This is an optimization exercise on Yosys and OpenROAD, whose aim is small area, a short achievable clock period and few clock cycles per item, not a production implementation.
In this exercise RTL edits were held to simulation tests only and were not proved equivalent to the original.

==> module msc_ctrl, before the edit <==
module msc_ctrl (
	input  wire logic               clk,
	input  wire logic               arst_n,
	input  wire logic               wr,
	input  wire logic [2:0]         idx,
	input  wire logic [9:0]         scale_x,
	input  wire logic [9:0]         scale_y,
	input  wire logic [15:0]        sens,
	input  wire logic [15:0]        thr,
	input  wire logic signed [16:0] lo,
	output logic                    hold,
	output logic [25:0]             kx,
	output logic [25:0]             ky,
	output logic [28:0]             recip,
	output logic                    lm_load,
	output logic [15:0]             lm_new
);
	function automatic logic [17:0] step4(input logic [15:0] rem, input logic [1:0] bits,
			input logic [15:0] d, input logic [17:0] d3);
		logic [17:0] t;
		logic [18:0] c1, c2, c3;
		t  = {rem, bits};
		c1 = {1'b0, t} - {3'b000, d};
		c2 = {1'b0, t} - {2'b00, d, 1'b0};
		c3 = {1'b0, t} - {1'b0, d3};
		if (!c3[18])      step4 = {2'd3, c3[15:0]};
		else if (!c2[18]) step4 = {2'd2, c2[15:0]};
		else if (!c1[18]) step4 = {2'd1, c1[15:0]};
		else              step4 = {2'd0, t[15:0]};
	endfunction
	function automatic logic [18:0] step8(input logic [15:0] rem, input logic [2:0] bits,
			input logic [18:0] m1, input logic [18:0] m2, input logic [18:0] m3,
			input logic [18:0] m4, input logic [18:0] m5, input logic [18:0] m6,
			input logic [18:0] m7);
		logic [18:0] t;
		logic [19:0] c1, c2, c3, c4, c5, c6, c7;
		t  = {rem, bits};
		c1 = {1'b0, t} - {1'b0, m1};
		c2 = {1'b0, t} - {1'b0, m2};
		c3 = {1'b0, t} - {1'b0, m3};
		c4 = {1'b0, t} - {1'b0, m4};
		c5 = {1'b0, t} - {1'b0, m5};
		c6 = {1'b0, t} - {1'b0, m6};
		c7 = {1'b0, t} - {1'b0, m7};
		if (!c7[19])      step8 = {3'd7, c7[15:0]};
		else if (!c6[19]) step8 = {3'd6, c6[15:0]};
		else if (!c5[19]) step8 = {3'd5, c5[15:0]};
		else if (!c4[19]) step8 = {3'd4, c4[15:0]};
		else if (!c3[19]) step8 = {3'd3, c3[15:0]};
		else if (!c2[19]) step8 = {3'd2, c2[15:0]};
		else if (!c1[19]) step8 = {3'd1, c1[15:0]};
		else              step8 = {3'd0, t[15:0]};
	endfunction
	logic       kbusy_q, kload_q;
	logic [2:0] kcnt_q;
	logic [9:0] sxs_q, sys_q;
	logic [25:0] kx_q, ky_q;
	always_ff @(posedge clk or negedge arst_n) begin
		if (!arst_n) begin
			kbusy_q <= 1'b0;
			kload_q <= 1'b0;
			kcnt_q  <= '0;
			sxs_q   <= '0;
			sys_q   <= '0;
			kx_q    <= 26'd1049344;
			ky_q    <= 26'd1574016;
		end else begin
			kload_q <= 1'b0;
			if (wr && idx <= 3'd2) begin
				kbusy_q <= 1'b1;
				kload_q <= 1'b1;
				kcnt_q  <= 3'd4;
				kx_q    <= '0;
				ky_q    <= '0;
			end else if (kbusy_q) begin
				if (kload_q) begin
					sxs_q <= scale_x;
					sys_q <= scale_y;
				end else begin
					kx_q   <= 26'({kx_q, 2'b00} + (sxs_q[9] ? {sens, 1'b0} : 17'd0) + (sxs_q[8] ? sens : 16'd0));
					ky_q   <= 26'({ky_q, 2'b00} + (sys_q[9] ? {sens, 1'b0} : 17'd0) + (sys_q[8] ? sens : 16'd0));
					sxs_q  <= {sxs_q[7:0], 2'b00};
					sys_q  <= {sys_q[7:0], 2'b00};
					kcnt_q <= kcnt_q - 1'b1;
					if (kcnt_q == '0) kbusy_q <= 1'b0;
				end
			end
		end
	end
	logic        rbusy_q, rwait_q;
	logic [3:0]  rcnt_q;
	logic [29:0] quo_q;
	logic [15:0] rem_q;
	logic [15:0] lq_q;
	logic [15:0] lr_q;
	logic [18:0] sa0;
	logic [17:0] sb0;
	logic [18:0] d3, d5, d7;
	logic [15:0] lmag;
	always_ff @(posedge clk) begin
		d3 <= 19'(thr) + {2'b00, thr, 1'b0};
		d5 <= 19'(thr) + {1'b0, thr, 2'b00};
		d7 <= {thr, 3'b000} - 19'(thr);
	end
	assign sa0  = step8(rem_q, quo_q[29:27], 19'(thr), {2'b00, thr, 1'b0}, d3,
		{1'b0, thr, 2'b00}, d5, {d3[17:0], 1'b0}, d7);
	assign sb0  = step4(lr_q, lq_q[15:14], thr, d3[17:0]);
	assign lmag = lo[16] ? 16'(17'd0 - lo) : 16'(lo);
	always_ff @(posedge clk or negedge arst_n) begin
		if (!arst_n) begin
			rbusy_q <= 1'b0;
			rwait_q <= 1'b0;
			rcnt_q  <= '0;
			quo_q   <= 30'h1fff_ffff;
			rem_q   <= '0;
			lq_q    <= '0;
			lr_q    <= '0;
		end else begin
			if (wr && idx == 3'd5) begin
				rbusy_q <= 1'b1;
				rwait_q <= 1'b1;
				rcnt_q  <= 4'd9;
				quo_q   <= 30'h1fff_ffff;
				rem_q   <= '0;
				lq_q    <= lmag;
				lr_q    <= '0;
			end else if (rwait_q) begin
				rwait_q <= 1'b0;
			end else if (rbusy_q) begin
				quo_q <= {quo_q[26:0], sa0[18:16]};
				rem_q <= sa0[15:0];
				lq_q  <= {lq_q[13:0], 2'b00};
				lr_q  <= sb0[15:0];
				rcnt_q <= rcnt_q - 1'b1;
				if (rcnt_q == '0) rbusy_q <= 1'b0;
			end
		end
	end
	assign lm_load = rbusy_q && !rwait_q && rcnt_q == 4'd1;
	assign lm_new  = (lo[16] && lr_q != 16'd0) ? 16'(thr - lr_q) : lr_q;
	assign hold  = (wr && (idx <= 3'd2 || idx == 3'd5)) || kbusy_q ||
		(rbusy_q && (rwait_q || rcnt_q > 4'd5));
	assign kx    = kx_q;
	assign ky    = ky_q;
	assign recip = quo_q[28:0];
endmodule
export LEC_CHECK = 0
export ABC_AREA = 1
export CAP_MARGIN = 20
export CORE_MARGIN = 2
export CORE_UTILIZATION = 55
export SETUP_SLACK_MARGIN = 5
export SLEW_MARGIN = 20
create_clock -name core_clock -period 10.0 [get_ports {clk}]
run.sh (not shown) runs the stock make flow with config.mk's settings and CLKGATE_MAP_FILE= SYNTH_SCRIPT=/design/flow/synth_recipe.tcl, a recipe that flattens the netlist after the stock synthesis.
The first run completed without violations.
Testbench counts at the start, summed over its fixed seeds: cycles 1,296, items 1,200.
Edit:
--- a/flow/design.v
+++ b/flow/design.v
@@ -5725,27 +5725,4 @@
 		else              step4 = {2'd0, t[15:0]};
 	endfunction
-	function automatic logic [18:0] step8(input logic [15:0] rem, input logic [2:0] bits,
-			input logic [18:0] m1, input logic [18:0] m2, input logic [18:0] m3,
-			input logic [18:0] m4, input logic [18:0] m5, input logic [18:0] m6,
-			input logic [18:0] m7);
-		logic [18:0] t;
-		logic [19:0] c1, c2, c3, c4, c5, c6, c7;
-		t  = {rem, bits};
-		c1 = {1'b0, t} - {1'b0, m1};
-		c2 = {1'b0, t} - {1'b0, m2};
-		c3 = {1'b0, t} - {1'b0, m3};
-		c4 = {1'b0, t} - {1'b0, m4};
-		c5 = {1'b0, t} - {1'b0, m5};
-		c6 = {1'b0, t} - {1'b0, m6};
-		c7 = {1'b0, t} - {1'b0, m7};
-		if (!c7[19])      step8 = {3'd7, c7[15:0]};
-		else if (!c6[19]) step8 = {3'd6, c6[15:0]};
-		else if (!c5[19]) step8 = {3'd5, c5[15:0]};
-		else if (!c4[19]) step8 = {3'd4, c4[15:0]};
-		else if (!c3[19]) step8 = {3'd3, c3[15:0]};
-		else if (!c2[19]) step8 = {3'd2, c2[15:0]};
-		else if (!c1[19]) step8 = {3'd1, c1[15:0]};
-		else              step8 = {3'd0, t[15:0]};
-	endfunction
 	logic       kbusy_q, kload_q;
 	logic [2:0] kcnt_q;
@@ -5790,16 +5767,12 @@
 	logic [15:0] lq_q;
 	logic [15:0] lr_q;
-	logic [18:0] sa0;
-	logic [17:0] sb0;
-	logic [18:0] d3, d5, d7;
+	logic [17:0] sa0, sb0;
+	logic [17:0] d3;
 	logic [15:0] lmag;
 	always_ff @(posedge clk) begin
-		d3 <= 19'(thr) + {2'b00, thr, 1'b0};
-		d5 <= 19'(thr) + {1'b0, thr, 2'b00};
-		d7 <= {thr, 3'b000} - 19'(thr);
+		d3 <= 18'(thr) + {1'b0, thr, 1'b0};
 	end
-	assign sa0  = step8(rem_q, quo_q[29:27], 19'(thr), {2'b00, thr, 1'b0}, d3,
-		{1'b0, thr, 2'b00}, d5, {d3[17:0], 1'b0}, d7);
-	assign sb0  = step4(lr_q, lq_q[15:14], thr, d3[17:0]);
+	assign sa0  = step4(rem_q, quo_q[29:28], thr, d3);
+	assign sb0  = step4(lr_q, lq_q[15:14], thr, d3);
 	assign lmag = lo[16] ? 16'(17'd0 - lo) : 16'(lo);
 	always_ff @(posedge clk or negedge arst_n) begin
@@ -5816,5 +5789,5 @@
 				rbusy_q <= 1'b1;
 				rwait_q <= 1'b1;
-				rcnt_q  <= 4'd9;
+				rcnt_q  <= 4'd14;
 				quo_q   <= 30'h1fff_ffff;
 				rem_q   <= '0;
@@ -5824,5 +5797,5 @@
 				rwait_q <= 1'b0;
 			end else if (rbusy_q) begin
-				quo_q <= {quo_q[26:0], sa0[18:16]};
+				quo_q <= {quo_q[27:0], sa0[17:16]};
 				rem_q <= sa0[15:0];
 				lq_q  <= {lq_q[13:0], 2'b00};
@@ -5833,5 +5806,5 @@
 		end
 	end
-	assign lm_load = rbusy_q && !rwait_q && rcnt_q == 4'd1;
+	assign lm_load = rbusy_q && !rwait_q && rcnt_q == 4'd6;
 	assign lm_new  = (lo[16] && lr_q != 16'd0) ? 16'(thr - lr_q) : lr_q;
 	assign hold  = (wr && (idx <= 3'd2 || idx == 3'd5)) || kbusy_q ||
=> The changed run passed the timing, design-rule and antenna checks. Maximum frequency is about the same. Wire length stays flat. Count of clock-buffer cells in the layout rose by 2. Critical path depth came out lower by 11. Area after synthesis shrinks by about 3%. Final area went down by 3.3%. Die area is lower by about 3%.
Testbench counts after the change, summed over its fixed seeds: cycles 1,336, items 1,200.

-- re-timing with driven ports --
Ports are ideal in the flow. The routed layouts listed here were re-timed in OpenROAD.
Step 1 assumes that a clkbuf_16 drives the clock port and a buf_2 every other input.
Step 2 times the ports against the registers' clock, not the clock port: input delays grow and output delays shrink by t, the midpoint of the rising clock arrivals with the driver on.
Three values: no drivers, after step 1, after step 2; two values: the first two.
| run | t, ns | setup slack, ns | worst setup path after step 2 |
|---|---|---|---|
| the first run | 0.988 | 5.084 / 5.084 / 4.503 | input to register |
| the second run | 0.976 | 5.098 / 5.098 / 4.434 | input to register |
After both steps every run listed still meets setup and hold. For the second run, which loses most, drivers alone change the setup slack by 0.000 ns; drivers and shift together by -0.664 ns.
